Source: an optimization exercise on an open RTL-to-GDS flow (aim: small area). Production flows keep margins and buffers that such runs may drop. In this exercise RTL edits were held to simulation tests only and were not proved equivalent to the original. No activity file was given, so power comes from the tool's default toggle rates.

==> 02-01: inputs <==
==> flow/design.v (excerpt) <==
module maze_mem #(
  parameter int maze_width = MAZE_WIDTH
) (
  input  logic                    clk,
  input  logic                    rst_n,
  input  logic                    load_start,
  input  logic                    load_valid,
  input  logic [7:0]              load_data,
  output logic                    load_ready,
  output logic                    solver_rst_n,
  input  logic [maze_width-1:0]   row,
  input  logic [maze_width-1:0]   col,
  input  logic                    maze_oe,
  input  logic                    maze_we,
  output logic                    maze_in,
  input  logic                    done,
  output logic [2*maze_width:0]   path_count,
  output logic                    we_on_wall
);
clock: 8.0 ns
lec_check: 0
cap_margin: 20
core_margin: 2
core_utilization: 65
cts_buf_list: sky130_fd_sc_hd__clkbuf_8
cts_cluster_diameter: 70
cts_cluster_size: 16
slew_margin: 20
synth_hierarchical: 1
run.sh (not shown) runs the stock make flow with config.mk's settings and CLKGATE_MAP_FILE= SYNTH_SCRIPT=/design/flow/synth_recipe.tcl, a recipe that flattens the netlist after the stock synthesis.
==> inputs of 09-16, as changes to 02-01 <==
Settings changed: CORE_UTILIZATION 65 to 72.
==> results_dict.tcl <==
set metrics [dict create \
    status "no timing/DRC/antenna violations" \
    worstPathCellList "buf_6 > nand2_1 > a2111o_1 > nand2_1 > a21oi_1 > o21ai_0 > a21oi_1 > o21ai_0 > ha_1 > nor2b_1 > nand4_1 > nor3_4 > nor2_1 > ha_1 > nand3_1 > o31ai_4 > or4b_1 > nand3_1 > o22ai_2 > nor3b_4 > nand4_4 > or4_1 > nand2_1 > clkdlybuf4s50_1" \
    nFillCells 6996 \
    critPathArrivalTime_ps 6080 \
    buffers 153 \
    core_sq_mm 0.0929 \
    cts_resized 1 \
]
the above is filed under 02-01

==> results_dict.tcl <==
set metrics [dict create \
    cts_resized 0 \
    status "no timing/DRC/antenna violations" \
    worstPathCellList "or3b_1 > a211o_1 > nand2_1 > a21oi_1 > o21ai_0 > a21oi_1 > o21ai_0 > ha_1 > nor2b_1 > nand4_1 > nor3_2 > nor2_1 > ha_1 > nand3_1 > o31ai_4 > or4b_1 > nand3_1 > o22ai_2 > nor3b_4 > nand4_4 > or4_1 > nand2_1 > clkdlybuf4s50_1" \
    nFillCells 5508 \
    buffers 88 \
]
the above is filed under 09-16


* * *

==> inputs of run A <==
maze_mem again, from the RTL that the note above started with.
Settings: LEC_CHECK=0, CAP_MARGIN=20, CORE_MARGIN=2, CORE_UTILIZATION=75, CTS_BUF_LIST=sky130_fd_sc_hd__clkbuf_8, CTS_CLUSTER_DIAMETER=60, CTS_CLUSTER_SIZE=16, SLEW_MARGIN=20, SYNTH_HIERARCHICAL=1; clock period 8.0 ns.
==> inputs of run B, as changes to run A <==
Settings changed: CORE_UTILIZATION 75 to 70, CTS_CLUSTER_DIAMETER 60 to 70.
==> inputs of run X, as changes to run A <==
Settings changed: CAP_MARGIN 20 to 10, CORE_UTILIZATION 75 to 70, CTS_CLUSTER_DIAMETER 60 to 70, GPL_TIMING_DRIVEN from default to 0, SLEW_MARGIN 20 to 10.
==> qor summary <==
Run status: run X finished clean; run B finished clean; run A finished clean
Met1 wire length: run X 76900 um; run B 77400 um; run A 74000 um
Antenna violations before repair: run X 21; run B 15; run A 15
RePlAce Congestion: run X 0.905; run B 0.932; run A 0.970
Final worst clock skew: run X 0.0322 ns; run B 0.0261 ns; run A 0.0606 ns
Internal power: run X 11300 uW; run B 11200 uW; run A 11200 uW
Share of total power consumed by net switching: run X 33.9%; run B 34.0%; run A 34.0%
ClkCell Share: run X 2.63%; run B 2.63%; run A 2.77%
Max-slew headroom at the worst pin: run X 13.7%; run B 10.5%; run A 14.6%
Count of buffers not belonging to the clock network in the layout: run X 136; run B 140; run A 117
Mean routed wirelength per cell: run X 30.7 um; run B 30.8 um; run A 30.9 um
Sequential share of cell area: run X 52.3%; run B 52.7%; run A 52.9%
Top fanout value on the critical path: run X 10; run B 8; run A 11
Total power density per cell area: run X 261 nW/um2; run B 259 nW/um2; run A 262 nW/um2
Total inserted antenna cells: run X 10; run B 8; run A 10
CP endpoint: run X path_count[7]; run B path_count[5]; run A path_count[5]
Global-route met2 utilization: run X 59.9%; run B 59.6%; run A 62.4%
Sequential power share: run X 53.9%; run B 54.9%; run A 54.4%
Buffer and inverter count on the worst path: run X 2; run B 1; run A 1
Number of standard cells in the layout, taps in and fillers out: run X 6350; run B 6352; run A 6255
Post-route setup slack: run X 0.238 ns; run B 0.404 ns; run A 0.332 ns
Starting Density: run X 70.9%; run B 70.9%; run A 75.6%
Cells on worst reg2reg path: run X 28; run B 25; run A 24
Global Route met1 Usage: run X 59.6%; run B 60.1%; run A 62.8%
Row Count: run X 107; run B 107; run A 104

## static timing again, ports no longer ideal
The flow's constraints put no driver on any port. The routed layouts listed below were extracted and timed again, unchanged, in two steps. Step 1 (the two cells are an assumption about what drives the block):
set clk [get_ports {clk}]
set_driving_cell -lib_cell sky130_fd_sc_hd__clkbuf_16 $clk
set_driving_cell -lib_cell sky130_fd_sc_hd__buf_2 [delete_from_list [all_inputs] $clk]
Step 2 times the ports against the registers' clock, not the clock port: input delays grow and output delays shrink by t, the midpoint of the rising clock arrivals with the driver on. Three values: ideal, step 1, step 2; two values: the first two.
| run | t (ns) | setup WS [ns] | hold slack, ns | latest minus earliest clock arrival (ns) | worst slew at a driven data input, ns |
|---|---|---|---|---|---|
| 02-01 | 0.904 | 0.316 / 0.246 / 0.997 | 0.493 / 0.493 / 0.493 | 0.038 / 0.038 | 0.10 |
| 09-16 | 0.875 | 0.353 / 0.286 / 1.162 | 0.490 / 0.490 / 0.490 | 0.043 / 0.043 | 0.14 |
| run A | 0.879 | 0.332 / 0.263 / 1.142 | 0.492 / 0.492 / 0.492 | 0.061 / 0.060 | 0.15 |
| run B | 0.897 | 0.404 / 0.333 / 1.188 | 0.492 / 0.492 / 0.492 | 0.028 / 0.028 | 0.13 |
| run X | 0.879 | 0.238 / 0.170 / 0.713 | 0.491 / 0.491 / 0.491 | 0.038 / 0.038 | 0.12 |
After both steps every run listed still meets setup and hold.
